Context: an optimization exercise on an open-source flow, tuned for a short achievable clock period and few clock cycles per item. The choices shown serve that exercise and are no tape-out recipe. Only simulation tests tie the RTL to the original design; equivalence was not proved. Power is estimated from default activity; no workload was simulated.

==> design.v <==
`timescale 1ns/100ps
package lc4_isa_pkg;
   localparam int NUM_REGS = 8;
   localparam logic [3:0] OP_BR    = 4'b0000;
   localparam logic [3:0] OP_ADD   = 4'b0001;
   localparam logic [3:0] OP_AND   = 4'b0101;
   localparam logic [3:0] OP_LDR   = 4'b0110;
   localparam logic [3:0] OP_STR   = 4'b0111;
   localparam logic [3:0] OP_CONST = 4'b1001;
endpackage
`timescale 1ns/100ps
module lc4_decoder
(
   input  logic [15:0] i_insn,
   output logic        o_valid,
   output logic        o_rs_re,
   output logic        o_rt_re,
   output logic        o_rf_we,
   output logic        o_is_load,
   output logic        o_is_store,
   output logic        o_is_branch,
   output logic        o_is_const,
   output logic        o_is_and,
   output logic        o_use_imm,
   output logic [2:0]  o_rs_sel,
   output logic [2:0]  o_rt_sel,
   output logic [2:0]  o_wsel
);
   logic [3:0] op;
   logic       alu_ok;
   assign op     = i_insn[15:12];
   assign alu_ok = (op == lc4_isa_pkg::OP_ADD || op == lc4_isa_pkg::OP_AND) &&
                   (i_insn[5] || i_insn[4:3] == 2'b00);
   assign o_is_load   = op == lc4_isa_pkg::OP_LDR;
   assign o_is_store  = op == lc4_isa_pkg::OP_STR;
   assign o_is_branch = op == lc4_isa_pkg::OP_BR;
   assign o_is_const  = op == lc4_isa_pkg::OP_CONST;
   assign o_is_and    = op == lc4_isa_pkg::OP_AND;
   assign o_rf_we     = alu_ok || o_is_const || o_is_load;
   assign o_valid     = o_rf_we || o_is_store || o_is_branch;
   assign o_rs_re     = alu_ok || o_is_load || o_is_store;
   assign o_rt_re     = (alu_ok && !i_insn[5]) || o_is_store;
   assign o_use_imm   = !(alu_ok && !i_insn[5]);
   assign o_rs_sel    = i_insn[8:6];
   assign o_rt_sel    = o_is_store ? i_insn[11:9] : i_insn[2:0];
   assign o_wsel      = i_insn[11:9];
endmodule
`timescale 1ns/100ps
module lc4_regfile
(
   input  logic        clk,
   input  logic        i_reset,
   input  logic [2:0]  i_rs_sel,
   input  logic [2:0]  i_rt_sel,
   output logic [15:0] o_rs_data,
   output logic [15:0] o_rt_data,
   input  logic        i_we,
   input  logic [2:0]  i_wsel,
   input  logic [15:0] i_wdata
);
   logic [15:0] regs [8];
   always_ff @(posedge clk) begin
      if (i_reset) begin
         for (int i = 0; i < 8; i++) begin
            regs[i] <= '0;
         end
      end else if (i_we) begin
         regs[i_wsel] <= i_wdata;
      end
   end
   assign o_rs_data = regs[i_rs_sel];
   assign o_rt_data = regs[i_rt_sel];
endmodule
`timescale 1ns/100ps
module lc4_btb_lookup
#(
   parameter int NBTB = 4,
   parameter int TAGW = 8
) (
   input  logic [NBTB-1:0]    i_v,
   input  logic [16*NBTB-1:0] i_pc,
   input  logic [16*NBTB-1:0] i_tgt,
   input  logic [16*NBTB-1:0] i_fpc,
   input  logic [15:0]        i_addr,
   output logic [NBTB-1:0]    o_hit_v,
   output logic               o_hit,
   output logic [15:0]        o_tgt,
   output logic [15:0]        o_pc
);
   always_comb begin
      o_tgt = '0;
      o_pc  = '0;
      for (int i = 0; i < NBTB; i++) begin
         o_hit_v[i] = i_v[i] && i_pc[16*i +: TAGW] == i_addr[TAGW-1:0];
         o_tgt      = o_tgt | ({16{o_hit_v[i]}} & i_tgt[16*i +: 16]);
         o_pc       = o_pc | ({16{o_hit_v[i]}} & i_fpc[16*i +: 16]);
      end
   end
   assign o_hit = |o_hit_v;
endmodule
`timescale 1ns/100ps
`timescale 1ns/100ps
module lc4_add16
(
   input  logic [15:0] i_a,
   input  logic [15:0] i_b,
   output logic [15:0] o_sum
);
   logic [15:0] g [5];
   logic [15:0] p [5];
   assign g[0] = i_a & i_b;
   assign p[0] = i_a ^ i_b;
   for (genvar k = 0; k < 4; k++) begin : g_lvl
      for (genvar i = 0; i < 16; i++) begin : g_bit
         if (i >= (1 << k)) begin : g_comb
            assign g[k+1][i] = g[k][i] | (p[k][i] & g[k][i - (1 << k)]);
            assign p[k+1][i] = p[k][i] & p[k][i - (1 << k)];
         end else begin : g_pass
            assign g[k+1][i] = g[k][i];
            assign p[k+1][i] = p[k][i];
         end
      end
   end
   assign o_sum = p[0] ^ {g[4][14:0], 1'b0};
endmodule
module lc4_ksadd
#(
   parameter int W = 10,
   parameter int L = 4
) (
   input  logic [W-1:0] i_a,
   input  logic [W-1:0] i_b,
   output logic [W-1:0] o_sum,
   output logic         o_cout
);
   logic [W-1:0] g [L+1];
   logic [W-1:0] p [L+1];
   assign g[0] = i_a & i_b;
   assign p[0] = i_a ^ i_b;
   for (genvar k = 0; k < L; k++) begin : g_lvl
      for (genvar i = 0; i < W; i++) begin : g_bit
         if (i >= (1 << k)) begin : g_comb
            assign g[k+1][i] = g[k][i] | (p[k][i] & g[k][i - (1 << k)]);
            assign p[k+1][i] = p[k][i] & p[k][i - (1 << k)];
         end else begin : g_pass
            assign g[k+1][i] = g[k][i];
            assign p[k+1][i] = p[k][i];
         end
      end
   end
   assign o_sum  = p[0] ^ {g[L][W-2:0], 1'b0};
   assign o_cout = g[L][W-1];
endmodule
`timescale 1ns/100ps
`timescale 1ns/100ps
module lc4_pipeline
#(
   parameter logic [15:0] RESET_PC = 16'h8200
) (
   input  logic        clk,
   input  logic        i_reset,
   output logic [15:0] o_imem_addr,
   input  logic [15:0] i_imem_data,
   output logic [15:0] o_dmem_addr,
   output logic        o_dmem_we,
   output logic [15:0] o_dmem_wdata,
   input  logic [15:0] i_dmem_data,
   output logic        o_retire_valid,
   output logic [15:0] o_retire_pc,
   output logic [15:0] o_retire_insn,
   output logic        o_retire_rf_we,
   output logic [2:0]  o_retire_wsel,
   output logic [15:0] o_retire_wdata
);
   localparam int NBTB = 4;
   logic [15:0] pc_q;
   logic [NBTB-1:0] btb_v;
   logic [15:0]     btb_pc  [NBTB];
   logic [15:0]     btb_pcm1 [NBTB];
   logic [15:0]     btb_tgt [NBTB];
   logic [1:0]      btb_ptr;
   logic        fd_valid;
   logic [15:0] fd_pc;
   logic [15:0] fd_insn;
   logic        fd_pred;
   logic        fd_pc_ok;
   logic        fd_is_br;
   logic        fd_spred;
   logic [15:0] fd_pcp1;
   logic [9:0]  fd_lo;
   logic [2:0]  fd_rt_sel;
   logic        fd_use_imm;
   logic [15:0] fd_imm;
   logic [6:0]  fd_hi_inc;
   logic [6:0]  fd_hi_dec;
   logic [NBTB-1:0] fd_hit_v;
   logic        fd_use_rs;
   logic        fd_use_rt;
   logic        fd_dep_rs;
   logic        fd_dep_rt;
   logic        fd_dep_br;
   logic        dx_valid;
   logic [15:0] dx_pc;
   logic [15:0] dx_insn;
   logic        dx_rf_we;
   logic [2:0]  dx_wsel;
   logic        dx_is_load;
   logic        dx_is_store;
   logic        dx_is_br;
   logic        dx_is_and;
   logic        dx_slow;
   logic [15:0] dx_a;
   logic [15:0] dx_b;
   logic [15:0] dx_sd;
   logic        dx_sd_fwd;
   logic        dx_pred;
   logic        dx_inbtb;
   logic [NBTB-1:0] dx_hit_v;
   logic [15:0] dx_tgt;
   logic [15:0] dx_alt;
   logic        xm_valid;
   logic [15:0] xm_pc;
   logic [15:0] xm_insn;
   logic        xm_rf_we;
   logic [2:0]  xm_wsel;
   logic        xm_is_load;
   logic        xm_we;
   logic [15:0] xm_sum;
   logic [15:0] xm_and;
   logic        xm_is_and;
   logic [15:0] xm_res;
   logic [15:0] xm_sd;
   logic [2:0]  nzp_q;
   logic        mw_valid;
   logic [15:0] mw_pc;
   logic [15:0] mw_insn;
   logic        mw_rf_we;
   logic [2:0]  mw_wsel;
   logic [15:0] mw_data;
   logic        stall;
   logic        x_br;
   logic        redirect;
   logic        d_redirect;
   logic [15:0] d_target;
   logic        x_taken;
   logic            upd_add;
   logic [NBTB-1:0] upd_drop_v;
   logic [15:0]     upd_pc;
   logic [15:0]     upd_pcm1;
   logic [15:0]     upd_tgt;
   logic [15:0] m_result;
   logic        m_z;
   logic [NBTB-1:0] f_hit_v;
   logic            f_hit;
   logic [15:0]     f_tgt;
   logic [15:0]     f_pcp1;
   logic [15:0]     f_next;
   logic            f_use_rs;
   logic            f_use_rt;
   assign o_imem_addr = pc_q;
   logic [2:0]  f_rt_sel;
   logic [15:0] f_imm;
   assign f_rt_sel = i_imem_data[15:12] == lc4_isa_pkg::OP_STR ? i_imem_data[11:9] : i_imem_data[2:0];
   always_comb begin
      case (i_imem_data[15:12])
         lc4_isa_pkg::OP_LDR, lc4_isa_pkg::OP_STR: f_imm = {{10{i_imem_data[5]}}, i_imem_data[5:0]};
         lc4_isa_pkg::OP_CONST:                    f_imm = {{7{i_imem_data[8]}}, i_imem_data[8:0]};
         default:                                  f_imm = {{11{i_imem_data[4]}}, i_imem_data[4:0]};
      endcase
   end
   always_comb begin
      case (i_imem_data[15:12])
         lc4_isa_pkg::OP_ADD, lc4_isa_pkg::OP_AND: begin
            f_use_rs = 1'b1;
            f_use_rt = !i_imem_data[5];
         end
         lc4_isa_pkg::OP_LDR, lc4_isa_pkg::OP_STR: begin
            f_use_rs = 1'b1;
            f_use_rt = 1'b0;
         end
         default: begin
            f_use_rs = 1'b0;
            f_use_rt = 1'b0;
         end
      endcase
   end
   logic [9:0] f_lo_sum;
   logic       f_lo_cout;
   lc4_ksadd #(
      .W (10),
      .L (4)
   ) lc4_ksadd_lo (
      .i_a    ({pc_q[8:0], 1'b1}),
      .i_b    ({i_imem_data[8:0], 1'b1}),
      .o_sum  (f_lo_sum),
      .o_cout (f_lo_cout)
   );
   logic f_lo_c;
   assign f_lo_c = pc_q[8:0] == 9'h1ff;
   assign f_pcp1 = {f_lo_c ? pc_q[15:9] + 7'd1 : pc_q[15:9], pc_q[8:0] + 9'd1};
   logic [16*NBTB-1:0] btb_pc_f;
   logic [16*NBTB-1:0] btb_pcm1_f;
   logic [16*NBTB-1:0] btb_tgt_f;
   logic [NBTB-1:0]    lk_hit_v [3];
   logic [2:0]         lk_hit;
   logic [15:0]        lk_tgt   [3];
   logic [15:0]        lk_pc    [3];
   logic [NBTB-1:0]    nx_hit_v;
   logic               nx_hit;
   logic [15:0]        nx_tgt;
   logic [15:0]        nx_pc;
   logic [NBTB-1:0]    q_hit_v;
   logic               q_hit;
   logic [15:0]        q_tgt;
   logic [15:0]        q_pc;
   always_comb begin
      for (int i = 0; i < NBTB; i++) begin
         btb_pc_f[16*i +: 16]   = btb_pc[i];
         btb_pcm1_f[16*i +: 16] = btb_pcm1[i];
         btb_tgt_f[16*i +: 16]  = btb_tgt[i];
      end
   end
   lc4_btb_lookup #(
      .NBTB (NBTB)
   ) lc4_btb_lookup_seq (
      .i_v     (btb_v),
      .i_pc    (btb_pcm1_f),
      .i_tgt   (btb_tgt_f),
      .i_fpc   (btb_pc_f),
      .i_addr  (pc_q),
      .o_hit_v (lk_hit_v[0]),
      .o_hit   (lk_hit[0]),
      .o_tgt   (lk_tgt[0]),
      .o_pc    (lk_pc[0])
   );
   lc4_btb_lookup #(
      .NBTB (NBTB)
   ) lc4_btb_lookup_tgt (
      .i_v     (btb_v),
      .i_pc    (btb_pc_f),
      .i_tgt   (btb_tgt_f),
      .i_fpc   (btb_pc_f),
      .i_addr  (q_tgt),
      .o_hit_v (lk_hit_v[1]),
      .o_hit   (lk_hit[1]),
      .o_tgt   (lk_tgt[1]),
      .o_pc    (lk_pc[1])
   );
   lc4_btb_lookup #(
      .NBTB (NBTB)
   ) lc4_btb_lookup_alt (
      .i_v     (btb_v),
      .i_pc    (btb_pc_f),
      .i_tgt   (btb_tgt_f),
      .i_fpc   (btb_pc_f),
      .i_addr  (dx_alt),
      .o_hit_v (lk_hit_v[2]),
      .o_hit   (lk_hit[2]),
      .o_tgt   (lk_tgt[2]),
      .o_pc    (lk_pc[2])
   );
   logic f_pc_ok;
   assign f_pc_ok = q_pc == pc_q && (q_hit_v & (q_hit_v - 1'b1)) == '0;
   assign f_hit_v = q_hit_v;
   assign f_hit   = q_hit;
   assign f_tgt   = q_tgt;
   always_comb begin
      if (redirect) begin
         nx_hit_v = lk_hit_v[2];
         nx_hit   = lk_hit[2];
         nx_tgt   = lk_tgt[2];
         nx_pc    = lk_pc[2];
      end else if (d_redirect) begin
         nx_hit_v = '0;
         nx_hit   = 1'b0;
         nx_tgt   = q_tgt;
         nx_pc    = q_pc;
      end else if (stall) begin
         nx_hit_v = q_hit_v;
         nx_hit   = q_hit;
         nx_tgt   = q_tgt;
         nx_pc    = q_pc;
      end else if (f_hit) begin
         nx_hit_v = lk_hit_v[1];
         nx_hit   = lk_hit[1];
         nx_tgt   = lk_tgt[1];
         nx_pc    = lk_pc[1];
      end else begin
         nx_hit_v = lk_hit_v[0];
         nx_hit   = lk_hit[0];
         nx_tgt   = lk_tgt[0];
         nx_pc    = lk_pc[0];
      end
   end
   always_ff @(posedge clk) begin
      if (i_reset) begin
         q_hit_v <= '0;
         q_hit   <= 1'b0;
      end else begin
         q_hit_v <= nx_hit_v;
         q_hit   <= nx_hit;
      end
   end
   always_ff @(posedge clk) begin
      q_tgt <= nx_tgt;
      q_pc  <= nx_pc;
   end
   always_comb begin
      if (stall)      f_next = pc_q;
      else if (f_hit) f_next = f_tgt;
      else            f_next = f_pcp1;
   end
   always_ff @(posedge clk) begin
      if (i_reset)       pc_q <= RESET_PC;
      else if (redirect) pc_q <= dx_alt;
      else if (d_redirect) pc_q <= d_take ? d_target : d_pcp1;
      else               pc_q <= f_next;
   end
   always_ff @(posedge clk) begin
      if (i_reset || redirect || d_redirect) fd_valid <= 1'b0;
      else if (!stall)         fd_valid <= 1'b1;
   end
   always_ff @(posedge clk) begin
      if (!stall) begin
         fd_pc   <= pc_q;
         fd_pcp1 <= f_pcp1;
         fd_lo   <= {f_lo_cout, f_lo_sum[9:1]};
         fd_rt_sel  <= f_rt_sel;
         fd_use_imm <= !((i_imem_data[15:12] == lc4_isa_pkg::OP_ADD ||
                          i_imem_data[15:12] == lc4_isa_pkg::OP_AND) && !i_imem_data[5]);
         fd_imm     <= f_imm;
         fd_hi_inc <= f_lo_c ? pc_q[15:9] + 7'd2 : pc_q[15:9] + 7'd1;
         fd_hi_dec <= f_lo_c ? pc_q[15:9] : pc_q[15:9] - 7'd1;
         fd_insn <= i_imem_data;
         fd_pred <= f_hit;
         fd_pc_ok <= f_pc_ok;
         fd_is_br <= i_imem_data[15:12] == lc4_isa_pkg::OP_BR;
         fd_spred <= i_imem_data[15:12] == lc4_isa_pkg::OP_BR && i_imem_data[11:9] != 3'b000 &&
                     (i_imem_data[8] || i_imem_data[11:9] == 3'b111);
         fd_hit_v <= f_hit_v;
         fd_use_rs <= f_use_rs;
         fd_use_rt <= f_use_rt;
         fd_dep_rs <= i_imem_data[8:6] == fd_insn[11:9];
         fd_dep_rt <= f_rt_sel == fd_insn[11:9];
         fd_dep_br <= i_imem_data[15:12] == lc4_isa_pkg::OP_BR &&
                      i_imem_data[11:9] != 3'b000 && i_imem_data[11:9] != 3'b111;
      end
   end
   always_ff @(posedge clk) begin
      if (i_reset) begin
         btb_v   <= '0;
         btb_ptr <= '0;
      end else begin
         for (int i = 0; i < NBTB; i++) begin
            if (upd_add && btb_ptr == 2'(i)) btb_v[i] <= 1'b1;
            else if (upd_drop_v[i])          btb_v[i] <= 1'b0;
         end
         if (upd_add) btb_ptr <= btb_ptr + 1'b1;
      end
   end
   always_ff @(posedge clk) begin
      if (upd_add) begin
         btb_pc[btb_ptr]  <= upd_pc;
         btb_pcm1[btb_ptr] <= upd_pcm1;
         btb_tgt[btb_ptr] <= upd_tgt;
      end
   end
   logic        d_valid;
   logic        d_rs_re;
   logic        d_rt_re;
   logic        d_rf_we;
   logic        d_is_load;
   logic        d_is_store;
   logic        d_is_br;
   logic        d_is_const;
   logic        d_is_and;
   logic        d_use_imm;
   logic [2:0]  d_rs_sel;
   logic [2:0]  d_rt_sel;
   logic [2:0]  d_wsel;
   logic [15:0] rf_rs;
   logic [15:0] rf_rt;
   logic [15:0] d_rs_val;
   logic [15:0] d_rt_val;
   logic [15:0] d_pcp1;
   logic [6:0]  d_hi;
   logic        x_wr_rt;
   logic        x_wr_rs;
   logic [15:0] x_quick;
   lc4_decoder lc4_decoder_i (
      .i_insn      (fd_insn),
      .o_valid     (d_valid),
      .o_rs_re     (d_rs_re),
      .o_rt_re     (d_rt_re),
      .o_rf_we     (d_rf_we),
      .o_is_load   (d_is_load),
      .o_is_store  (d_is_store),
      .o_is_branch (d_is_br),
      .o_is_const  (d_is_const),
      .o_is_and    (d_is_and),
      .o_use_imm   (d_use_imm),
      .o_rs_sel    (d_rs_sel),
      .o_rt_sel    (d_rt_sel),
      .o_wsel      (d_wsel)
   );
   lc4_regfile lc4_regfile_i (
      .clk       (clk),
      .i_reset   (i_reset),
      .i_rs_sel  (d_rs_sel),
      .i_rt_sel  (fd_rt_sel),
      .o_rs_data (rf_rs),
      .o_rt_data (rf_rt),
      .i_we      (mw_valid && mw_rf_we),
      .i_wsel    (mw_wsel),
      .i_wdata   (mw_data)
   );
   always_comb begin
      if (xm_valid && xm_rf_we && xm_wsel == d_rs_sel)      d_rs_val = m_result;
      else if (mw_valid && mw_rf_we && mw_wsel == d_rs_sel) d_rs_val = mw_data;
      else                                                  d_rs_val = rf_rs;
      if (xm_valid && xm_rf_we && xm_wsel == fd_rt_sel)      d_rt_val = m_result;
      else if (mw_valid && mw_rf_we && mw_wsel == fd_rt_sel) d_rt_val = mw_data;
      else                                                  d_rt_val = rf_rt;
   end
   assign x_wr_rt = dx_valid && dx_rf_we && fd_dep_rt;
   assign x_wr_rs = dx_valid && dx_rf_we && fd_dep_rs;
   assign x_quick = dx_is_and ? (dx_a & dx_b) : dx_b;
   assign stall = fd_valid && dx_valid && dx_rf_we &&
                  ((dx_slow && ((fd_use_rs && fd_dep_rs) || (fd_use_rt && fd_dep_rt))) ||
                   (fd_dep_br && dx_is_load));
   assign d_pcp1 = fd_pcp1;
   always_comb begin
      case ({fd_insn[8], fd_lo[9]})
         2'b01:   d_hi = fd_hi_inc;
         2'b10:   d_hi = fd_hi_dec;
         default: d_hi = fd_pcp1[15:9];
      endcase
   end
   assign d_target = {d_hi, fd_lo[8:0]};
   logic d_ok;
   logic d_take;
   logic d_drop;
   assign d_ok   = fd_pred && fd_pc_ok;
   assign d_take = d_ok || fd_spred;
   assign d_drop     = fd_valid && !redirect && !stall && fd_pred && !d_ok;
   assign d_redirect = fd_valid && !redirect && !stall && (fd_pred ? !d_ok : d_take);
   always_ff @(posedge clk) begin
      if (i_reset) begin
         dx_valid <= 1'b0;
      end else begin
         dx_valid <= fd_valid && d_valid && !stall && !redirect;
      end
   end
   always_ff @(posedge clk) begin
      dx_pc       <= fd_pc;
      dx_insn     <= fd_insn;
      dx_rf_we    <= d_rf_we;
      dx_wsel     <= d_wsel;
      dx_is_load  <= d_is_load;
      dx_is_store <= d_is_store;
      dx_is_br    <= d_is_br;
      dx_is_and   <= d_is_and;
      if (d_is_const)                 dx_a <= 16'd0;
      else if (x_wr_rs && !dx_slow)   dx_a <= x_quick;
      else                            dx_a <= d_rs_val;
      if (fd_use_imm)                 dx_b <= fd_imm;
      else if (x_wr_rt && !dx_slow)   dx_b <= x_quick;
      else                            dx_b <= d_rt_val;
      if (x_wr_rt && !dx_slow)        dx_sd <= x_quick;
      else                            dx_sd <= d_rt_val;
      dx_slow     <= d_rf_we && !d_is_and && !d_is_const;
      dx_sd_fwd   <= x_wr_rt && dx_slow;
      dx_pred     <= d_take;
      dx_inbtb    <= d_ok;
      dx_hit_v    <= fd_hit_v;
      dx_tgt      <= d_target;
      dx_alt      <= d_take ? d_pcp1 : d_target;
   end
   logic [15:0] x_a;
   logic [15:0] x_b;
   logic [15:0] x_sum;
   logic        x_z;
   logic        x_n;
   assign x_a = dx_a;
   assign x_b = dx_b;
   lc4_add16 lc4_add16_i (
      .i_a   (x_a),
      .i_b   (x_b),
      .o_sum (x_sum)
   );
   assign x_z = dx_is_and ? ((x_a & x_b) == 16'd0)
                          : ((x_a ^ x_b) == {x_a[14:0] | x_b[14:0], 1'b0});
   assign x_n = dx_is_and ? (x_a[15] & x_b[15]) : x_sum[15];
   logic [2:0] x_mask;
   assign x_br   = dx_valid && dx_is_br;
   assign x_mask = dx_insn[11:9];
   logic x_known;
   always_comb begin
      x_known = upd_add && upd_pc == dx_pc;
      for (int i = 0; i < NBTB; i++) begin
         if (btb_v[i] && btb_pc[i] == dx_pc) x_known = 1'b1;
      end
   end
   assign x_taken  = (x_mask[2] && nzp_q[2]) || (x_mask[1] && nzp_q[1]) ||
                     (x_mask[0] && nzp_q[0] && !nzp_q[2] && !nzp_q[1]);
   assign redirect = x_br && (x_taken != dx_pred);
   always_ff @(posedge clk) begin
      if (i_reset) begin
         upd_add    <= 1'b0;
         upd_drop_v <= '0;
      end else begin
         upd_add    <= x_br && x_taken && !dx_inbtb && !x_known;
         upd_drop_v <= ({NBTB{x_br && !x_taken && dx_inbtb}} & dx_hit_v) |
                       ({NBTB{d_drop}} & fd_hit_v);
      end
   end
   always_ff @(posedge clk) begin
      upd_pc    <= dx_pc;
      upd_pcm1  <= dx_pc - 16'd1;
      upd_tgt   <= dx_tgt;
   end
   always_ff @(posedge clk) begin
      if (i_reset) begin
         xm_valid <= 1'b0;
         xm_we    <= 1'b0;
      end else begin
         xm_valid <= dx_valid;
         xm_we    <= dx_valid && dx_is_store;
      end
   end
   always_ff @(posedge clk) begin
      xm_pc      <= dx_pc;
      xm_insn    <= dx_insn;
      xm_rf_we   <= dx_rf_we;
      xm_wsel    <= dx_wsel;
      xm_is_load <= dx_is_load;
      xm_sum     <= x_sum;
      xm_and     <= x_a & x_b;
      xm_is_and  <= dx_is_and;
      xm_sd      <= dx_sd_fwd ? m_result : dx_sd;
   end
   assign o_dmem_addr  = xm_sum;
   assign o_dmem_we    = xm_we;
   assign o_dmem_wdata = xm_sd;
   assign xm_res   = xm_is_and ? xm_and : xm_sum;
   assign m_result = xm_is_load ? i_dmem_data : xm_res;
   assign m_z      = i_dmem_data == 16'd0;
   always_ff @(posedge clk) begin
      if (i_reset) begin
         nzp_q <= 3'b000;
      end else if (dx_valid && dx_rf_we && !dx_is_load) begin
         nzp_q <= {x_n, x_z, 1'b1};
      end else if (xm_valid && xm_is_load) begin
         nzp_q <= {i_dmem_data[15], m_z, 1'b1};
      end
   end
   always_ff @(posedge clk) begin
      if (i_reset) begin
         mw_valid <= 1'b0;
         mw_rf_we <= 1'b0;
      end else begin
         mw_valid <= xm_valid;
         mw_rf_we <= xm_rf_we;
      end
   end
   always_ff @(posedge clk) begin
      mw_pc   <= xm_pc;
      mw_insn <= xm_insn;
      mw_wsel <= xm_wsel;
      mw_data <= m_result;
   end
   assign o_retire_valid = mw_valid;
   assign o_retire_pc    = mw_pc;
   assign o_retire_insn  = mw_insn;
   assign o_retire_rf_we = mw_rf_we;
   assign o_retire_wsel  = mw_wsel;
   assign o_retire_wdata = mw_data;
endmodule
`timescale 1ns/100ps
module lc4_top (
   input  logic        clk,
   input  logic        i_reset,
   output logic [15:0] o_imem_addr,
   input  logic [15:0] i_imem_data,
   output logic [15:0] o_dmem_addr,
   output logic        o_dmem_we,
   output logic [15:0] o_dmem_wdata,
   input  logic [15:0] i_dmem_data,
   output logic        o_retire_valid,
   output logic [15:0] o_retire_pc,
   output logic [15:0] o_retire_insn,
   output logic        o_retire_rf_we,
   output logic [2:0]  o_retire_wsel,
   output logic [15:0] o_retire_wdata
);
   lc4_pipeline #(
      .RESET_PC (16'h8200)
   ) lc4_pipeline_i (
      .clk            (clk),
      .i_reset        (i_reset),
      .o_imem_addr    (o_imem_addr),
      .i_imem_data    (i_imem_data),
      .o_dmem_addr    (o_dmem_addr),
      .o_dmem_we      (o_dmem_we),
      .o_dmem_wdata   (o_dmem_wdata),
      .i_dmem_data    (i_dmem_data),
      .o_retire_valid (o_retire_valid),
      .o_retire_pc    (o_retire_pc),
      .o_retire_insn  (o_retire_insn),
      .o_retire_rf_we (o_retire_rf_we),
      .o_retire_wsel  (o_retire_wsel),
      .o_retire_wdata (o_retire_wdata)
   );
endmodule
==> run.sh <==
#!/bin/bash
# synth_recipe.tcl (not shown) runs the flow's synth.tcl, then flattens the netlist and writes it again
# the make line also repeats each setting of config.mk as NAME=value (left out here)
make -C /OpenROAD-flow-scripts/flow DESIGN_CONFIG=/design/flow/config.mk WORK_HOME=/design/flow/orfs CLKGATE_MAP_FILE= SYNTH_SCRIPT=/design/flow/synth_recipe.tcl finish
==> config.mk <==
export PLATFORM = sky130hd
export DESIGN_NAME = lc4_top
export DESIGN_NICKNAME = lc4_top
export VERILOG_FILES = /design/flow/design.v
export SDC_FILE = /design/flow/constraint.sdc
export NUM_CORES = 4
export LEC_CHECK = 0
export ABC_CLOCK_PERIOD_IN_PS = 2000
export CAP_MARGIN = 20
export CORE_MARGIN = 2
export CORE_UTILIZATION = 40
export SETUP_SLACK_MARGIN = 2.0
export SLEW_MARGIN = 20
==> constraint.sdc <==
create_clock -name core_clock -period 4.3 [get_ports {clk}]
set_input_delay 0.8600 -clock core_clock [delete_from_list [all_inputs] [get_ports {clk}]]
set_output_delay 0.8600 -clock core_clock [all_outputs]
set_load 0.01 [all_outputs]
==> results.json, run 1 <==
{
  "grt-ovfl-total": 0,
  "hold_path_class": "flop to flop",
  "timing.hold.ws_ns": 0.322,
  "root_buffer": "clkbuf_16",
  "worstHoldStart": "lc4_pipeline_i.dx_tgt[4]$_DFF_P_",
  "grt_usage": 0.236,
  "ir_worst_vdd_mv": 0.317,
  "h-tree-depth": 3,
  "max_freq_mhz": 406,
  "netlist.area_leader.share": 0.375,
  "drc": 0,
  "area_growth_pct": 22.9,
  "slew_viol_final": 0,
  "yosysSeqAreaShare": 0.574,
  "ys_warn_count": 12,
  "yosysMostFrequentCell": "edfxtp_1",
  "fp.coreArea_mm2": 0.0817,
  "cts_hold_buf": 0,
  "layout.area.seq_mm2": 0.0190,
  "synth_commonest_cells": "edfxtp_1 (411), dfxtp_1 (327), nand2_1 (209), xnor2_1 (188), clkbuf_1 (146)",
  "cp_slowest_stage_delay_ns": 0.42,
  "grt_pass1_vias": 23700,
  "whs_endpoint": "lc4_pipeline_i.upd_tgt[4]$_DFF_P_",
  "synth_area_leaders": "edfxtp_1 (38%), dfxtp_1 (20%), xnor2_1 (5.0%)",
  "worstSetupEndpointType": "flop",
  "worstPathCellList": "and4bb_4, o21a_4, or3_4, buf_12, buf_12, buf_16, a221o_1, a221oi_2, nor3_1",
  "nFillCells": 7133,
  "grt_antenna_before_repair": 1,
  "syn_area_mm2": 0.0329,
  "finalWeightedCongestion": 0.943,
  "r2r_end": "lc4_pipeline_i.q_pc[8]$_DFFE_PP_",
  "setup_viol": 0,
  "start_util": 0.402,
  "synth_edf_count": 411,
  "cts_tree": "done",
  "finalNetCount": 2997,
  "cts.sinks": 738,
  "r2r-start": "lc4_pipeline_i.nzp_q[1]$_SDFFE_PP0P_",
  "postPlaceCellArea_mm2": 0.0355,
  "drv_cap": 0,
  "timing.final.crit_share": 0.573,
  "ys_ff_latch": 738,
  "crit_slowest_cell": "or3_4",
  "p_leak_nw": 15.2,
  "cellPowerDensity_mw_per_mm2": 417,
  "dp_hpwl_mm": 64.7,
  "crit_fanout": 7,
  "place_inst": 3789,
  "grt_pass1_wl_mm": 151,
  "diodes": 0,
  "final_cells": 4039,
  "synth_area_leader_cell": "edfxtp_1",
  "cp-start-kind": "flop",
  "crit_type": "flop to flop",
  "layout-drive-gt1-share": 0.215,
  "multi_input_area_mm2": 0.0138,
  "crit_arrival_ns": 2.83,
  "path_clk_slew_ns": 0.06,
  "dieWidth_um": 291,
  "first_iter_violations": 2237,
  "hold_depth": 0,
  "viasPerCell": 5.82,
  "rows": 105,
  "clock-skew-final_ns": 0.0435,
  "status": "timing/DRC/antenna clean",
  "design.die.area_mm2": 0.0845,
  "post_synth.cell_area_avg_um2": 12.1,
  "io_pins": 136,
  "firstDrtPassIters": 6,
  "worst_pin_slew_ns": 0.868,
  "avgRoutedWirePerCell_um": 25.6,
  "period_needed_ns": 2.46,
  "vias": 23500,
  "rsz0062_at_grt": "yes",
  "yosysUniqueCellTypes": 71,
  "cts_buffer_depth": 3,
  "r2r_slack_ns": 1.84,
  "drtAntennaViolNets": 0,
  "die_h_um": 291,
  "hold_violations": 0,
  "async_flop_share": 0,
  "wl_mm": 103,
  "synth_nets": 2812,
  "synth-main-ff-cell": "edfxtp_1",
  "clk_latency_ns": 0.63,
  "cts_buffers": 80,
  "fin_tns_setup_ns": 0,
  "portBuffers": 135,
  "r2r_cells": 9,
  "slew_headroom": 0.413,
  "grt_max_degree": 47,
  "worstPathRequired_ns": 4.67,
  "design_area_mm2": 0.0404,
  "synth_cells": 2722,
  "path_common_cell": "buf_12"
}
## registers in the layout, indices dropped and copies added, names as in the netlist, 32 cells and up, named ones only
register	flops
lc4_pipeline_i.btb_pcm1	32
lc4_pipeline_i.btb_tgt	64
lc4_pipeline_i.lc4_regfile_i.regs	128
lc4_pipeline_i.btb_pc	64
## worst max-delay path by stage
| stage | from | to | slack (ns) | cells after the start |
|---|---|---|---|---|
| after floorplan | i_imem_data[0] | lc4_pipeline_i.fd_lo[6]$_DFFE_PN_ | 1.99 | 9 |
| after global placement | i_imem_data[0] | lc4_pipeline_i.fd_lo[6]$_DFFE_PN_ | 1.09 | 10 |
| after detailed placement | i_imem_data[0] | lc4_pipeline_i.fd_lo[8]$_DFFE_PN_ | 1.11 | 10 |
| after CTS | lc4_pipeline_i.nzp_q[2]$_SDFFE_PP0P_ | lc4_pipeline_i.q_tgt[1]$_DFFE_PP_ | 1.85 | 9 |
| after global routing | lc4_pipeline_i.nzp_q[1]$_SDFFE_PP0P_ | lc4_pipeline_i.q_tgt[1]$_DFFE_PP_ | 1.80 | 9 |
| final | lc4_pipeline_i.nzp_q[1]$_SDFFE_PP0P_ | lc4_pipeline_i.q_pc[8]$_DFFE_PP_ | 1.84 | 9 |
## cell usage in the layout (no fill, tap or decap), types with 34 or more instances in the layout
| cell | instances |
|---|---|
| dfxtp_1 | 264 |
| mux4_2 | 64 |
| dfxtp_2 | 41 |
| xor2_1 | 76 |
| xnor2_1 | 187 |
| nor2_1 | 125 |
| nor3_1 | 53 |
| inv_1 | 56 |
| and2_1 | 135 |
| nand3_1 | 34 |
| a21oi_1 | 69 |
| nand2_1 | 207 |
| a221oi_2 | 48 |
| buf_4 | 113 |
| a211oi_1 | 52 |
| dlygate4sd2_1 | 87 |
| a221o_1 | 79 |
| o21ai_0 | 62 |
| mux2i_1 | 73 |
| edfxtp_1 | 411 |
| nand4_1 | 37 |
| clkbuf_16 | 92 |
| ha_1 | 36 |
| a221oi_1 | 48 |
## routing by layer
| layer | track usage | up-vias | wire length, um |
|---|---|---|---|
| li1 | - | 10400 | - |
| met1 | 0.305 | 11800 | 42100 |
| met2 | 0.392 | 1053 | 49400 |
| met3 | 0.0435 | 228 | 8170 |
| met4 | 0.0965 | 0 | 3750 |
| met5 | 0 | - | 0 |
## stage by stage
stage | worst slack [ns] | utilization | power [mW]
2_1_floorplan | 1.99 | - | 9.13
3_3_place_gp | 1.09 | 0.434 | 9.96
3_5_place_dp | 1.11 | 0.434 | 9.98
4_1_cts | 1.85 | 0.481 | 16.9
5_1_grt | 1.80 | 0.495 | 17.4
6_report | 1.84 | 0.495 | 16.9
## report_power, final
group / total [mW] / switching [mW] / internal [mW] / leakage [nW]
registers: 8.31 / 0.446 / 7.86 / 6.93
clock network: 6.92 / 2.81 / 4.11 / 1.27
logic: 1.64 / 0.872 / 0.764 / 7.04
## layout make-up
class,instances,area share
Sequential cell,738,0.471
Multi-Input combinational cell,1699,0.342
Timing Repair Buffer,316,0.0818
Clock buffer,118,0.0566
Tap cell,1070,0.0331
Clock inverter,26,0.00811
Inverter,70,0.00765
Timing Repair inverter,2,0.000433
## cells by family (layout without fill, tap and decap cells)
| kind of cell | count (synthesis) | in the layout | share of synthesized area |
|---|---|---|---|
| buf+inv | 285 | 532 | 0.0353 |
| fa+ha+maj | 57 | 57 | 0.0218 |
| xor+xnor | 266 | 266 | 0.0708 |
| compound gates | 485 | 485 | 0.110 |
| flops | 738 | 738 | 0.574 |
| simple gates | 715 | 715 | 0.108 |
| mux | 176 | 176 | 0.0792 |
## what timing repair did
item                       4_1_cts  5_1_grt
pin swaps                       34       44
cloned                           7       10
resized for setup              351      153
setup endpoints to repair      357      155
setup buffers                   41       48
## worst max-delay path, delay by kind of cell, from the launching register on
family | cells | cell delay (ns)
AO/OA/AOI/OAI | 3 | 0.68
buffers and inverters | 3 | 0.42
flip-flops | 1 | 0.35
AND/OR/NAND/NOR | 3 | 0.75
Testbench counts, summed over its fixed seeds: cycles 48,297, items 42,737.
==> run 2, diff against run 1 <==
--- a/design.v
+++ b/design.v
@@ -541,9 +541,14 @@
    logic d_take;
    logic d_drop;
    assign d_ok   = fd_pred && fd_pc_ok;
-   assign d_take = d_ok || fd_spred;
+   logic d_exact;
+   logic d_ftaken;
+   assign d_exact  = fd_is_br && !(dx_valid && dx_rf_we) && !(xm_valid && xm_is_load);
+   assign d_ftaken = (fd_insn[11] && nzp_q[2]) || (fd_insn[10] && nzp_q[1]) ||
+                     (fd_insn[9] && nzp_q[0] && !nzp_q[2] && !nzp_q[1]);
+   assign d_take   = d_exact ? d_ftaken : (d_ok || fd_spred);
    assign d_drop     = fd_valid && !redirect && !stall && fd_pred && !d_ok;
-   assign d_redirect = fd_valid && !redirect && !stall && (fd_pred ? !d_ok : d_take);
+   assign d_redirect = fd_valid && !redirect && !stall && (fd_pred ? !(d_ok && d_take) : d_take);
    always_ff @(posedge clk) begin
       if (i_reset) begin
          dx_valid <= 1'b0;
==> run 2 against run 1 <==
Compared with the run above: register-to-register slack better by 0.03 ns; first-iteration DRC count is 11% higher; critical path depth is 2 higher; count of clock-buffer cells in the layout is 1 lower; via count is 4.0% higher; clock skew is 0.0084 ns lower; worst hold slack better by 0.0026 ns; largest power group unchanged.
==> results.json, run 2 <==
{
  "status": "timing/DRC/antenna clean",
  "finalWeightedCongestion": 0.944,
  "root_buffer": "clkbuf_16",
  "h-tree-depth": 3,
  "yosysUniqueCellTypes": 69,
  "crit_type": "flop to flop",
  "drv_cap": 0,
  "sw_frac_of_total": 0.251,
  "ys_ff_latch": 739,
  "avgRoutedWirePerCell_um": 26.2,
  "cts_tree": "done",
  "vias": 24400,
  "crit_arrival_ns": 2.92,
  "grt_pass1_vias": 24400,
  "cts_hold_buf": 0,
  "met3WireLength_mm": 8.11,
  "design.die.area_mm2": 0.0850,
  "layout-drive-gt1-share": 0.237,
  "cellPowerDensity_mw_per_mm2": 422,
  "pwr-share-comb": 0.102,
  "whs_endpoint": "lc4_pipeline_i.mw_insn[7]$_DFF_P_",
  "area_growth_pct": 25.5,
  "timing.final.crit_share": 0.565,
  "fin_tns_setup_ns": 0,
  "grt_max_degree": 60,
  "portBuffers": 135,
  "worstHoldStart": "lc4_pipeline_i.xm_insn[7]$_DFF_P_",
  "top_register": "lc4_pipeline_i.lc4_regfile_i.regs",
  "worst_pin_slew_ns": 1.05,
  "finalNetCount": 3113,
  "post_synth.cell_area_avg_um2": 12.0,
  "first_iter_violations": 2486,
  "ir_worst_vdd_mv": 0.338,
  "synth_cells": 2753,
  "grt_usage": 0.244,
  "wl_mm": 109,
  "power.switching_mw": 4.40,
  "yosysSeqAreaShare": 0.572,
  "top_layer": "met5",
  "r2r_cells": 11,
  "period_needed_ns": 2.43,
  "rows": 105,
  "path_clk_slew_ns": 0.06,
  "dieWidth_um": 292,
  "clock-skew-final_ns": 0.0350,
  "slew_viol_final": 0,
  "synth_area_leader_cell": "edfxtp_1",
  "grt-ovfl-total": 0,
  "io_pins": 136,
  "wl_met2_mm": 52.2,
  "intPower_mw": 13.1,
  "syn_area_mm2": 0.0331,
  "r2r_end": "lc4_pipeline_i.pc_q[15]$_SDFFE_PP1P_",
  "reg.largest.list": "lc4_pipeline_i.lc4_regfile_i.regs: 128 flops, lc4_pipeline_i.btb_pc: 64 flops, lc4_pipeline_i.btb_tgt: 64 flops",
  "grt_antenna_before_repair": 5,
  "grt_pass1_wl_mm": 157,
  "final_common_cell": "edfxtp_1",
  "synth_area_leaders": "edfxtp_1 (37%), dfxtp_1 (20%), xnor2_1 (5.0%)",
  "cts_buffers": 84,
  "p_leak_nw": 15.6,
  "clockPowerShare": 0.418,
  "cp-start-kind": "flop",
  "firstDrtPassIters": 7,
  "die_h_um": 292,
  "async_flop_share": 0,
  "hold_path_class": "flop to flop",
  "r2r_slack_ns": 1.87,
  "drtAntennaViolNets": 0,
  "crit_fanout": 4,
  "ys_warn_count": 12,
  "hold_violations": 0,
  "wl_met1_mm": 43.3,
  "viasPerCell": 5.87,
  "start_util": 0.404,
  "slew_headroom": 0.297,
  "synth_edf_count": 412,
  "netlist.area_leader.share": 0.374,
  "synth_commonest_cells": "edfxtp_1 (412), dfxtp_1 (327), xnor2_1 (187), a22oi_1 (162), clkbuf_1 (160)",
  "rsz0062_at_grt": "yes",
  "synth_nets": 2843,
  "drc": 0,
  "max_freq_mhz": 411,
  "cts.sinks": 739,
  "dp_hpwl_mm": 67.2,
  "setup_viol": 0,
  "clk_latency_ns": 0.64,
  "final_cell_mix": "edfxtp_1 (412), dfxtp_1 (271), xnor2_1 (177), buf_4 (177), a22oi_1 (161)",
  "hold_depth": 0,
  "r2r-start": "lc4_pipeline_i.pc_q[5]$_SDFFE_PP0P_",
  "synth-main-ff-cell": "edfxtp_1",
  "seq_power_share": 0.480,
  "yosysMostFrequentCell": "edfxtp_1",
  "timing.hold.ws_ns": 0.325,
  "cts_buffer_depth": 3,
  "worstSetupEndpointType": "flop",
  "fp.coreArea_mm2": 0.0820,
  "largest_register_ff_count": 128,
  "worstPathRequired_ns": 4.79
}
run 2: changes by cell type after synthesis, sizes merged, moves of 24 or more:
cell / change
a221o: -79
a22oi: +146
mux2: +25
a21oi: +29
nand2: -90
a211oi: -44
a221oi: -74
nor2: +24
nand3: +25
run 2: area by class of cell:
cell class | instances | area [um^2]
diodes | 1 | 2.50
clock buffers | 117 | 2370
clock inverters | 39 | 459
fillers | 7077 | 40500
inverters | 73 | 289
multi-input cells | 1727 | 14000
flip-flops and latches | 739 | 19100
well taps | 1070 | 1340
repair buffers | 398 | 4020
run 2: worst max-delay path by stage:
| stage | startpoint | slack, ns | cells after the start | endpoint |
|---|---|---|---|---|
| 2_1_floorplan | i_reset | 1.88 | 5 | lc4_pipeline_i.lc4_regfile_i.regs[1][0]$_SDFFCE_PN0P_ |
| 3_3_place_gp | i_imem_data[0] | 1.20 | 10 | lc4_pipeline_i.fd_lo[8]$_DFFE_PN_ |
| 3_5_place_dp | lc4_pipeline_i.pc_q[0]$_SDFFE_PP0P_ | 1.13 | 11 | lc4_pipeline_i.pc_q[15]$_SDFFE_PP1P_ |
| 4_1_cts | lc4_pipeline_i.pc_q[5]$_SDFFE_PP0P_ | 1.83 | 11 | lc4_pipeline_i.pc_q[15]$_SDFFE_PP1P_ |
| 5_1_grt | lc4_pipeline_i.pc_q[5]$_SDFFE_PP0P_ | 1.78 | 11 | lc4_pipeline_i.pc_q[15]$_SDFFE_PP1P_ |
| 6_report | lc4_pipeline_i.pc_q[5]$_SDFFE_PP0P_ | 1.87 | 11 | lc4_pipeline_i.pc_q[15]$_SDFFE_PP1P_ |
run 2: stage by stage:
stage	setup WS (ns)	instances	utilization	instance area, um^2	power, mW
4_1_cts	1.83	4084	0.490	40200	17.5
2_1_floorplan	1.88	2753	-	33300	9.28
3_5_place_dp	1.13	3815	0.436	35700	10.2
6_report	1.87	4164	0.506	41500	17.5
5_1_grt	1.78	4164	0.506	41500	18.1
3_3_place_gp	1.20	3815	0.436	35700	10.2
run 2: repair_timing:
item,CTS,global route
gates cloned,9,15
endpoints found under the setup margin,323,155
hold endpoints to repair,0,0
resized for setup,302,168
buffers inserted,104,64
pin swaps,40,51
run 2: kinds of logic after synthesis:
family	synth area share
AOI/OAI and AO/OA	0.111
xor gates and xnor gates	0.0712
adders and majority gates	0.0217
buffers and inverters	0.0341
DFF	0.572
muxes	0.0899
and+or+nand+nor	0.101
run 2: metal layers:
| layer | global-route usage | up-vias |
|---|---|---|
| li1 | - | 10700 |
| met1 | 0.312 | 12200 |
| met2 | 0.407 | 1199 |
| met3 | 0.0376 | 335 |
| met4 | 0.114 | 4 |
| met5 | 0 | - |
run 2: power by group through the flow:
stage / combinational (mW) / sequential [mW] / clock (mW)
after detailed placement: 1.63 / 8.56 / 0
after floorplan: 0.962 / 8.32 / 0
final: 1.78 / 8.41 / 7.31
after global routing: 1.92 / 8.45 / 7.69
after global placement: 1.61 / 8.54 / 0
after CTS: 1.70 / 8.41 / 7.40
run 2: worst max-delay path: stages (launching register included):
cell	delay, ns
dfxtp_4	0.37
and3_4	0.20
and3_4	0.19
and3_4	0.19
ha_4	0.16
nand4_1	0.13
nor2_1	0.17
xor2_1	0.10
nor2b_1	0.15
a211oi_2	0.20
a211oi_2	0.06
a2111o_1	0.36
Testbench counts of run 2, summed over its fixed seeds: cycles 48,109, items 42,737.
==> run 3, diff against run 2 <==
--- a/design.v
+++ b/design.v
@@ -301,10 +301,10 @@
    logic [16*NBTB-1:0] btb_pc_f;
    logic [16*NBTB-1:0] btb_pcm1_f;
    logic [16*NBTB-1:0] btb_tgt_f;
-   logic [NBTB-1:0]    lk_hit_v [3];
-   logic [2:0]         lk_hit;
-   logic [15:0]        lk_tgt   [3];
-   logic [15:0]        lk_pc    [3];
+   logic [NBTB-1:0]    lk_hit_v [2];
+   logic [1:0]         lk_hit;
+   logic [15:0]        lk_tgt   [2];
+   logic [15:0]        lk_pc    [2];
    logic [NBTB-1:0]    nx_hit_v;
    logic               nx_hit;
    logic [15:0]        nx_tgt;
@@ -346,36 +346,13 @@
       .o_tgt   (lk_tgt[1]),
       .o_pc    (lk_pc[1])
    );
-   lc4_btb_lookup #(
-      .NBTB (NBTB)
-   ) lc4_btb_lookup_alt (
-      .i_v     (btb_v),
-      .i_pc    (btb_pc_f),
-      .i_tgt   (btb_tgt_f),
-      .i_fpc   (btb_pc_f),
-      .i_addr  (dx_alt),
-      .o_hit_v (lk_hit_v[2]),
-      .o_hit   (lk_hit[2]),
-      .o_tgt   (lk_tgt[2]),
-      .o_pc    (lk_pc[2])
-   );
    logic f_pc_ok;
    assign f_pc_ok = q_pc == pc_q && (q_hit_v & (q_hit_v - 1'b1)) == '0;
    assign f_hit_v = q_hit_v;
    assign f_hit   = q_hit;
    assign f_tgt   = q_tgt;
    always_comb begin
-      if (redirect) begin
-         nx_hit_v = lk_hit_v[2];
-         nx_hit   = lk_hit[2];
-         nx_tgt   = lk_tgt[2];
-         nx_pc    = lk_pc[2];
-      end else if (d_redirect) begin
-         nx_hit_v = '0;
-         nx_hit   = 1'b0;
-         nx_tgt   = q_tgt;
-         nx_pc    = q_pc;
-      end else if (stall) begin
+      if (stall) begin
          nx_hit_v = q_hit_v;
          nx_hit   = q_hit;
          nx_tgt   = q_tgt;
@@ -397,8 +374,8 @@
          q_hit_v <= '0;
          q_hit   <= 1'b0;
       end else begin
-         q_hit_v <= nx_hit_v;
-         q_hit   <= nx_hit;
+         q_hit_v <= (redirect || d_redirect) ? '0 : nx_hit_v;
+         q_hit   <= (redirect || d_redirect) ? 1'b0 : nx_hit;
       end
    end
    always_ff @(posedge clk) begin
==> run 3 against run 2 <==
Compared with the run above: worst setup slack better by 0.15 ns; sequential power down 1%; flip-flop and latch count did not move; maximum frequency rose by 6.5%; via count is 19% lower; die area decreased by 6.6%; register-to-register slack improved by 0.15 ns; sequential share of layout area increased by 5.5 points; synthesized area down 6.7%; combinational power is 14% lower; count of clock-buffer cells in the layout shrank 17; largest cell class unchanged.
==> results.json, run 3 <==
{
  "status": "timing/DRC/antenna clean",
  "first_iter_violations": 1563,
  "cellPowerDensity_mw_per_mm2": 457,
  "layout-drive-gt1-share": 0.189,
  "finalNetCount": 2655,
  "yosysSeqAreaShare": 0.613,
  "p_leak_nw": 14.1,
  "path_clk_slew_ns": 0.06,
  "synth_area_leaders": "edfxtp_1 (40%), dfxtp_1 (21%), mux4_2 (4.7%)",
  "h-tree-depth": 3,
  "post_synth.cell_area_avg_um2": 13.0,
  "postPlaceCellArea_mm2": 0.0334,
  "drtAntennaViolNets": 0,
  "cts_tree": "done",
  "cp-start-kind": "flop",
  "r2r_slack_ns": 2.02,
  "grt_antenna_before_repair": 4,
  "io_pins": 136,
  "power.switching_mw": 4.10,
  "portBuffers": 135,
  "intPower_mw": 12.8,
  "final_common_cell": "edfxtp_1",
  "synth_area_leader_cell": "edfxtp_1",
  "multi_input_area_mm2": 0.0115,
  "yosysUniqueCellTypes": 70,
  "slew_headroom": 0.416,
  "die_h_um": 282,
  "cts_hold_buf": 0,
  "grt_usage": 0.219,
  "clockPowerShare": 0.418,
  "nFillCells": 6714,
  "drc": 0,
  "hold_violations": 0,
  "seq_power_share": 0.491,
  "final_cell_mix": "edfxtp_1 (412), dfxtp_1 (289), nand2_1 (158)",
  "dieWidth_um": 282,
  "design.die.area_mm2": 0.0794,
  "largest_register_ff_count": 128,
  "worstPathRequired_ns": 4.66,
  "final_util": 0.485,
  "async_flop_share": 0,
  "grt_pass1_wl_mm": 128,
  "place_inst": 3453,
  "crit_type": "flop to flop",
  "yosysMostFrequentCell": "edfxtp_1",
  "setup_viol": 0,
  "cts.sinks": 739,
  "wl_mm": 87.3,
  "dp_hpwl_mm": 57.7,
  "hold_path_class": "flop to flop",
  "design_area_mm2": 0.0370,
  "synth_commonest_cells": "edfxtp_1 (412), dfxtp_1 (327), nand2_1 (161), xnor2_1 (144), and2_1 (137)",
  "grt_pass1_vias": 20000,
  "slew_viol_final": 0,
  "crit_arrival_ns": 2.64,
  "clock-skew-final_ns": 0.0256,
  "layout.area.seq_mm2": 0.0190,
  "worst_pin_slew_ns": 0.874,
  "avgRoutedWirePerCell_um": 23.8,
  "pwr-share-comb": 0.090,
  "grt-ovfl-total": 0,
  "clk_latency_ns": 0.63,
  "syn_area_mm2": 0.0309,
  "top_register": "lc4_pipeline_i.lc4_regfile_i.regs",
  "max_freq_mhz": 438,
  "ys_warn_count": 12,
  "crit_fanout": 9,
  "cts_buffer_depth": 3,
  "finalPower_mw": 16.9,
  "rsz0062_at_grt": "yes",
  "ys_ff_latch": 739,
  "synth-main-ff-cell": "edfxtp_1",
  "viasPerCell": 5.42,
  "reg.largest.list": "lc4_pipeline_i.lc4_regfile_i.regs: 128 flops, lc4_pipeline_i.btb_pc: 64 flops, lc4_pipeline_i.btb_tgt: 64 flops",
  "start_util": 0.405,
  "vias": 19800,
  "drv_cap": 0,
  "cts_buffers": 79,
  "synth_cells": 2380,
  "fp.coreArea_mm2": 0.0762,
  "period_needed_ns": 2.28,
  "ir_worst_vdd_mv": 0.329,
  "worstSetupEndpointType": "flop",
  "grt_max_degree": 59,
  "synth_nets": 2470,
  "timing.final.crit_share": 0.531,
  "sw_frac_of_total": 0.243,
  "netlist.area_leader.share": 0.401,
  "synth_edf_count": 412,
  "firstDrtPassIters": 7,
  "rows": 101,
  "area_growth_pct": 19.8,
  "fin_tns_setup_ns": 0,
  "final_cells": 3661,
  "root_buffer": "clkbuf_16",
  "finalWeightedCongestion": 0.874
}
[run 3: layer usage]
layer | up-vias | share of wire | global-route usage
met1 | 9949 | 0.41 | 0.275
met2 | 678 | 0.49 | 0.376
met5 | - | 0.00022 | 0
li1 | 9010 | - | -
met4 | 4 | 0.039 | 0.0829
met3 | 190 | 0.060 | 0.0384
[run 3: path summary, 6_finish.rpt]
kind / start / end / cells after the start
worst max-delay path: lc4_pipeline_i.pc_q[4]$_SDFFE_PP0P_ / lc4_pipeline_i.fd_hi_inc[5]$_DFFE_PN_ / 8
worst min-delay path: lc4_pipeline_i.dx_insn[14]$_DFF_P_ / lc4_pipeline_i.xm_insn[14]$_DFF_P_ / 0
worst max register to register: lc4_pipeline_i.pc_q[4]$_SDFFE_PP0P_ / lc4_pipeline_i.fd_hi_inc[5]$_DFFE_PN_ / 8
worst min register to register: lc4_pipeline_i.dx_insn[14]$_DFF_P_ / lc4_pipeline_i.xm_insn[14]$_DFF_P_ / 0
[run 3: logic make-up after synthesis]
family | count (synthesis) | share of synthesized area
muxes | 217 | 0.0990
buffers and inverters | 202 | 0.0269
adders and majority gates | 57 | 0.0233
AOI/OAI and AO/OA | 328 | 0.0696
DFF | 739 | 0.613
and+or+nand+nor | 599 | 0.101
xor gates and xnor gates | 238 | 0.0675
[run 3: through the flow]
stage	setup WS (ns)	hold slack (ns)
6_report	2.02	0.318
5_1_grt	1.90	0.328
4_1_cts	1.97	0.319
3_5_place_dp	1.11	0.312
3_3_place_gp	1.11	0.311
2_1_floorplan	1.88	0.310
[run 3: worst max-delay path, stage by stage, from the launching register on]
cell	delay [ns]
dfxtp_4	0.40
buf_4	0.18
and3_1	0.19
and4_4	0.27
ha_4	0.19
buf_4	0.19
o21ai_0	0.13
or2_2	0.33
xnor2_1	0.13
[run 3: cell type report]
class / instances / area share
antenna: 1 / 0.0000677
timing repair buffer: 237 / 0.0588
sequential: 739 / 0.515
tap: 1030 / 0.0348
timing repair inverter: 1 / 0.000169
clock inverter: 46 / 0.0138
multi-input combinational: 1443 / 0.311
inverter: 64 / 0.00690
clock buffer: 100 / 0.0595
[run 3: power by group through the flow]
stage	Sequential [mW]	Clock, mW	Combinational [mW]
after floorplan	8.28	0	0.834
after global placement	8.43	0	1.55
after detailed placement	8.45	0	1.55
after CTS	8.31	7.18	1.51
after global routing	8.35	7.45	1.65
final	8.30	7.07	1.53
[run 3: timing repair]
item | CTS | global route
pin swaps | 5 | 6
setup buffers | 29 | 25
gates resized for setup | 251 | 47
cloned | 5 | 2
endpoints found under the setup margin | 349 | 88
Testbench counts of run 3, summed over its fixed seeds: cycles 48,112, items 42,737.
==> run 4, diff against run 3 <==
--- a/config.mk
+++ b/config.mk
@@ -8,6 +8,6 @@
 export ABC_CLOCK_PERIOD_IN_PS = 2000
 export CAP_MARGIN = 20
 export CORE_MARGIN = 2
-export CORE_UTILIZATION = 40
-export SETUP_SLACK_MARGIN = 2.0
+export CORE_UTILIZATION = 50
+export SETUP_SLACK_MARGIN = 2.2
 export SLEW_MARGIN = 20
==> run 4 against run 3 <==
Compared with the run above: sequential share of layout area decreased by 2.8 points; first-iteration DRC count is 2.9% lower; critical endpoint is now lc4_pipeline_i.q_pc[3]$_DFFE_PN_; highest routed layer is now met4; cell count is 3.2% lower; global-route usage up 6.7 points; count of clock-buffer cells in the layout rose by 11; total power grew 1.5%; non-clock buffer count increased by 121.
==> results.json, run 4 <==
{
  "hold_violations": 0,
  "final_cells": 3543,
  "grt_pass1_wl_mm": 133,
  "post_synth.cell_area_avg_um2": 13.0,
  "period_needed_ns": 2.35,
  "finalNetCount": 2777,
  "p_leak_nw": 15.0,
  "grt_max_degree": 71,
  "cp-start-kind": "flop",
  "crit_arrival_ns": 2.84,
  "cellPowerDensity_mw_per_mm2": 438,
  "avgRoutedWirePerCell_um": 26.4,
  "slew_headroom": 0.402,
  "cts_hold_buf": 0,
  "vias": 20700,
  "crit_fanout": 7,
  "h-tree-depth": 3,
  "r2r_slack_ns": 1.95,
  "hold_depth": 0,
  "max_freq_mhz": 425,
  "hold_path_class": "flop to flop",
  "grt_pass1_vias": 20900,
  "dp_hpwl_mm": 55.1,
  "first_iter_violations": 1517,
  "rows": 91,
  "layout-drive-gt1-share": 0.295,
  "firstDrtPassIters": 5,
  "grt-ovfl-total": 0,
  "synth_cells": 2380,
  "r2r_cells": 10,
  "start_util": 0.503,
  "r2r-start": "lc4_pipeline_i.q_tgt[1]$_DFFE_PN_",
  "reg.largest.list": "lc4_pipeline_i.lc4_regfile_i.regs: 128 flops, lc4_pipeline_i.btb_pc: 64 flops, lc4_pipeline_i.btb_tgt: 64 flops",
  "area_growth_pct": 27.0,
  "cts_tree": "done",
  "diodes": 0,
  "fin_ws_ns": 1.95,
  "ir_worst_vdd_mv": 0.323,
  "synth_edf_count": 412,
  "largest_register_ff_count": 128,
  "whs_endpoint": "lc4_pipeline_i.upd_tgt[6]$_DFF_P_",
  "drc": 0,
  "grt_usage": 0.285,
  "root_buffer": "clkbuf_16",
  "clk_latency_ns": 0.62,
  "place_inst": 3210,
  "status": "timing/DRC/antenna clean",
  "yosysSeqAreaShare": 0.613,
  "synth_nets": 2470,
  "cts_buffer_depth": 3,
  "finalPower_mw": 17.2,
  "worstSetupEndpointType": "flop",
  "netlist.area_leader.share": 0.401,
  "worst_pin_slew_ns": 0.896,
  "worstPathRequired_ns": 4.79,
  "finalWeightedCongestion": 0.910,
  "synth_area_leader_cell": "edfxtp_1",
  "dieWidth_um": 252,
  "place_ws_ns": 1.05,
  "fp.coreArea_mm2": 0.0614,
  "async_flop_share": 0,
  "clock-skew-final_ns": 0.0181,
  "yosysUniqueCellTypes": 70,
  "drtAntennaViolNets": 0,
  "cts_buffers": 79,
  "slew_viol_final": 0,
  "timing.final.crit_share": 0.547,
  "setup_viol": 0,
  "design.die.area_mm2": 0.0637,
  "io_pins": 136,
  "wl_mm": 93.5,
  "top_register": "lc4_pipeline_i.lc4_regfile_i.regs",
  "synth_area_leaders": "edfxtp_1 (40%), dfxtp_1 (21%), mux4_2 (4.7%)",
  "cts.sinks": 739,
  "ys_warn_count": 12,
  "r2r_end": "lc4_pipeline_i.q_pc[3]$_DFFE_PN_",
  "synth-main-ff-cell": "edfxtp_1",
  "final_cell_mix": "edfxtp_1 (412), dfxtp_1 (264), nand2_1 (152)",
  "fin_tns_setup_ns": 0,
  "die_h_um": 252,
  "ys_ff_latch": 739,
  "yosysMostFrequentCell": "edfxtp_1",
  "path_clk_slew_ns": 0.06,
  "rsz0062_at_grt": "yes",
  "portBuffers": 135,
  "final_common_cell": "edfxtp_1",
  "worstHoldStart": "lc4_pipeline_i.dx_tgt[6]$_DFF_P_",
  "crit_type": "flop to flop",
  "syn_area_mm2": 0.0309,
  "synth_commonest_cells": "edfxtp_1 (412), dfxtp_1 (327), nand2_1 (161), xnor2_1 (144), and2_1 (137)",
  "grt_antenna_before_repair": 1,
  "viasPerCell": 5.84,
  "drv_cap": 0
}
[run 4: cell types whose count changed in the layout (fill, tap and decap cells not counted), sizes merged, moves of 10 or more]
cell / change
clkdlybuf4s15: +19
clkinv: -10
clkbuf: +22
dlygate4sd2: -44
buf: +142
[run 4: worst max-delay path, cell delays in order, from the launching register on]
cell,delay [ns]
edfxtp_1,0.50
buf_6,0.17
xor2_1,0.16
nor4_2,0.30
nand4_1,0.28
mux2i_4,0.25
buf_12,0.14
buf_12,0.13
buf_16,0.16
a22oi_2,0.06
nand2_1,0.07
[run 4: layer usage]
layer  vias to the layer above  share of wire  global-route usage
met5                         -              0                   0
met4                         0          0.043               0.131
met3                       225          0.052              0.0352
met2                       765           0.52               0.520
met1                     10400           0.38               0.335
li1                       9276              -                   -
[run 4: final cells by class]
type                    count  area, um^2
clock buffers             111        2260
inverters                  64         259
fillers                  4576       22200
repair buffers            358        3680
well taps                 790         988
multi-input cells        1445       12500
clock inverters            36         440
flip-flops and latches    739       19100
[run 4: kinds of logic after synthesis]
kind of cell	share of synthesized area
compound gates	0.0696
fa+ha+maj	0.0233
mux	0.0990
buf+inv	0.0269
xor+xnor	0.0675
flops	0.613
simple gates	0.101
[run 4: how the worst max path moves through the flow]
| stage | to | slack (ns) | cells after the start | from |
|---|---|---|---|---|
| 6_report | lc4_pipeline_i.q_pc[3]$_DFFE_PN_ | 1.95 | 10 | lc4_pipeline_i.q_tgt[1]$_DFFE_PN_ |
| 5_1_grt | lc4_pipeline_i.q_pc[1]$_DFFE_PN_ | 1.89 | 10 | lc4_pipeline_i.q_tgt[1]$_DFFE_PN_ |
| 4_1_cts | lc4_pipeline_i.q_pc[4]$_DFFE_PN_ | 1.95 | 11 | lc4_pipeline_i.pc_q[0]$_SDFFE_PP0P_ |
| 3_5_place_dp | lc4_pipeline_i.fd_lo[8]$_DFFE_PN_ | 1.05 | 9 | i_imem_data[0] |
| 3_3_place_gp | lc4_pipeline_i.fd_lo[8]$_DFFE_PN_ | 1.06 | 9 | i_imem_data[0] |
| 2_1_floorplan | lc4_pipeline_i.fd_lo[8]$_DFFE_PN_ | 1.88 | 8 | i_imem_data[0] |
[run 4: report_power, final]
part           internal, mW  switching (mW)  leakage, nW  total (mW)
combinational         0.839            1.05         6.72        1.89
clock                  4.18            2.85         1.32        7.04
sequential             7.88           0.346         6.94        8.23
total                  12.9            4.25         15.0        17.2
[run 4: what timing repair did]
action                                 4_1_cts  5_1_grt
setup buffers                              111       52
setup endpoints to repair                  519      191
gates cloned                                12       11
pin swaps                                   62       79
resized for setup                          501      213
endpoints found under the hold margin        0        0
[run 4: through the flow]
step                hold WS, ns   util  area (um^2)
floorplan                 0.310      -        31100
global placement          0.310  0.540        33100
detailed placement        0.312  0.540        33100
CTS                       0.319  0.616        37800
global route              0.317  0.639        39200
finish                    0.323  0.639        39200
==> run 5, diff against run 4 <==
--- a/design.v
+++ b/design.v
@@ -413,7 +413,7 @@
          fd_pc_ok <= f_pc_ok;
          fd_is_br <= i_imem_data[15:12] == lc4_isa_pkg::OP_BR;
          fd_spred <= i_imem_data[15:12] == lc4_isa_pkg::OP_BR && i_imem_data[11:9] != 3'b000 &&
-                     (i_imem_data[8] || i_imem_data[11:9] == 3'b111);
+                     (i_imem_data[8] || i_imem_data[11:9] == 3'b111 || i_imem_data[11:9] == 3'b101);
          fd_hit_v <= f_hit_v;
          fd_use_rs <= f_use_rs;
          fd_use_rt <= f_use_rt;
--- a/config.mk
+++ b/config.mk
@@ -8,6 +8,6 @@
 export ABC_CLOCK_PERIOD_IN_PS = 2000
 export CAP_MARGIN = 20
 export CORE_MARGIN = 2
-export CORE_UTILIZATION = 50
-export SETUP_SLACK_MARGIN = 2.2
+export CORE_UTILIZATION = 40
+export SETUP_SLACK_MARGIN = 2.0
 export SLEW_MARGIN = 20
==> run 5 against run 4 <==
Compared with the run above: largest cell class unchanged; sequential share of layout area increased by 2.7 points; routed wire length decreased by 4.3%; maximum frequency increased by 0.75%; total power decreased by 0.94%; first-iteration DRC count increased by 7.6%; largest power group unchanged; via count decreased by 3.9%; synthesized area increased by 0.32%; highest routed layer is now met5; flip-flop and latch count unchanged; cell count increased by 3.0%; global-route usage decreased by 6.4 points; critical path type unchanged; register-to-register slack improved by 0.02 ns.
==> results.json, run 5 <==
{
  "ys_ff_latch": 739,
  "design_area_mm2": 0.0371,
  "worstPathRequired_ns": 4.80,
  "async_flop_share": 0,
  "die_h_um": 282,
  "synth_nets": 2463,
  "final_common_cell": "edfxtp_1",
  "grt_max_degree": 48,
  "timing.final.crit_share": 0.543,
  "final_cell_mix": "edfxtp_1 (412), dfxtp_1 (281), xnor2_1 (172)",
  "cellPowerDensity_mw_per_mm2": 458,
  "crit_arrival_ns": 2.83,
  "yosysUniqueCellTypes": 71,
  "start_util": 0.402,
  "crit_fanout": 15,
  "crit_type": "flop to flop",
  "cts_buffers": 80,
  "grt_usage": 0.222,
  "h-tree-depth": 3,
  "syn_area_mm2": 0.0310,
  "design.die.area_mm2": 0.0796,
  "post_synth.cell_area_avg_um2": 13.0,
  "rsz0062_at_grt": "yes",
  "cts_hold_buf": 0,
  "drtAntennaViolNets": 0,
  "ys_warn_count": 12,
  "wl_mm": 89.4,
  "period_needed_ns": 2.33,
  "io_pins": 136,
  "synth_commonest_cells": "edfxtp_1 (412), dfxtp_1 (327), xnor2_1 (174), nand2_1 (142), and2_1 (141)",
  "dp_hpwl_mm": 58.4,
  "fp.coreArea_mm2": 0.0771,
  "cts_tree": "done",
  "worstSetupEndpointType": "flop",
  "largest_register_ff_count": 128,
  "status": "timing/DRC/antenna clean",
  "synth_area_leaders": "edfxtp_1 (40%), dfxtp_1 (21%), xnor2_1 (4.9%)",
  "yosysSeqAreaShare": 0.611,
  "setup_viol": 0,
  "hold_path_class": "flop to flop",
  "cp-start-kind": "flop",
  "cts_buffer_depth": 3,
  "synth-main-ff-cell": "edfxtp_1",
  "root_buffer": "clkbuf_16",
  "clk_latency_ns": 0.64,
  "clock-skew-final_ns": 0.0239,
  "max_freq_mhz": 429,
  "synth_area_leader_cell": "edfxtp_1",
  "slew_headroom": 0.404
}
[run 5: per-layer routing]
layer | share of wire | up-vias | GRT usage
li1 | - | 9000 | -
met1 | 0.41 | 9949 | 0.278
met2 | 0.49 | 733 | 0.385
met3 | 0.061 | 201 | 0.0370
met4 | 0.039 | 8 | 0.0836
met5 | 0.00053 | - | 0
[run 5: final timing paths]
path | from | endpoint | slack, ns | cells past startpoint
max | lc4_pipeline_i.q_tgt[4]$_DFFE_PN_ | lc4_pipeline_i.q_pc[8]$_DFFE_PN_ | 1.97 | 7
min | lc4_pipeline_i.xm_insn[6]$_DFF_P_ | lc4_pipeline_i.mw_insn[6]$_DFF_P_ | 0.32 | 0
max reg2reg | lc4_pipeline_i.q_tgt[4]$_DFFE_PN_ | lc4_pipeline_i.q_pc[8]$_DFFE_PN_ | 1.97 | 7
min reg2reg | lc4_pipeline_i.xm_insn[6]$_DFF_P_ | lc4_pipeline_i.mw_insn[6]$_DFF_P_ | 0.32 | 0
[run 5: per-stage QoR]
step	power (mW)	std cells	util	setup WS [ns]	hold slack, ns
final	17.0	3651	0.482	1.97	0.318
after global routing	17.6	3649	0.482	1.92	0.326
after CTS	17.1	3625	0.476	1.96	0.325
after detailed placement	10.0	3442	0.432	1.08	0.313
after global placement	10.0	3442	0.432	1.11	0.310
after floorplan	9.11	2373	-	2.01	0.310
[run 5: worst max-delay path, cell delays in order, from the launching register on]
cell	delay, ns
edfxtp_1	0.58
xnor2_1	0.30
nand4_1	0.15
nor3_1	0.51
mux2_4	0.28
buf_12	0.18
a22oi_1	0.09
nand2_1	0.08
[run 5: timing repair]
item | CTS | global route
setup endpoints to repair | 350 | 227
setup buffers | 29 | 23
gates resized for setup | 242 | 49
gates cloned | 6 | 0
pin swaps | 5 | 7
[run 5: cell type report]
class                           count  area (um^2)
Inverter                           64          253
Fill cell                        6864        40000
Antenna cell                        3         7.51
Timing Repair Buffer              226         2130
Clock inverter                     33          422
Clock buffer                      115         2330
Multi-Input combinational cell   1431        11600
Sequential cell                   739        19100
Tap cell                         1040         1300
[run 5: cell families after synthesis]
family	after synthesis	synth area share
buffers and inverters	208	0.0280
and+or+nand+nor	582	0.0985
adders and majority gates	56	0.0229
AOI/OAI and AO/OA	333	0.0741
xor gates and xnor gates	239	0.0676
DFF	739	0.611
muxes	216	0.0979
[run 5: report_power, final]
part / leakage [nW] / internal, mW / total [mW] / switching [mW]
registers: 6.94 / 7.88 / 8.31 / 0.434
logic: 5.71 / 0.693 / 1.54 / 0.850
clock network: 1.34 / 4.24 / 7.14 / 2.90
total: 14.0 / 12.8 / 17.0 / 4.19
Testbench counts of run 5, summed over its fixed seeds: cycles 48,005, items 42,737.

Setup slack of run 5, layout unchanged: 1.967 ns with ideal ports, 1.967 ns with driving cells assumed (clock clkbuf_16, inputs buf_2), 1.377 ns with port delays also shifted by the 0.688 ns mid clock arrival.
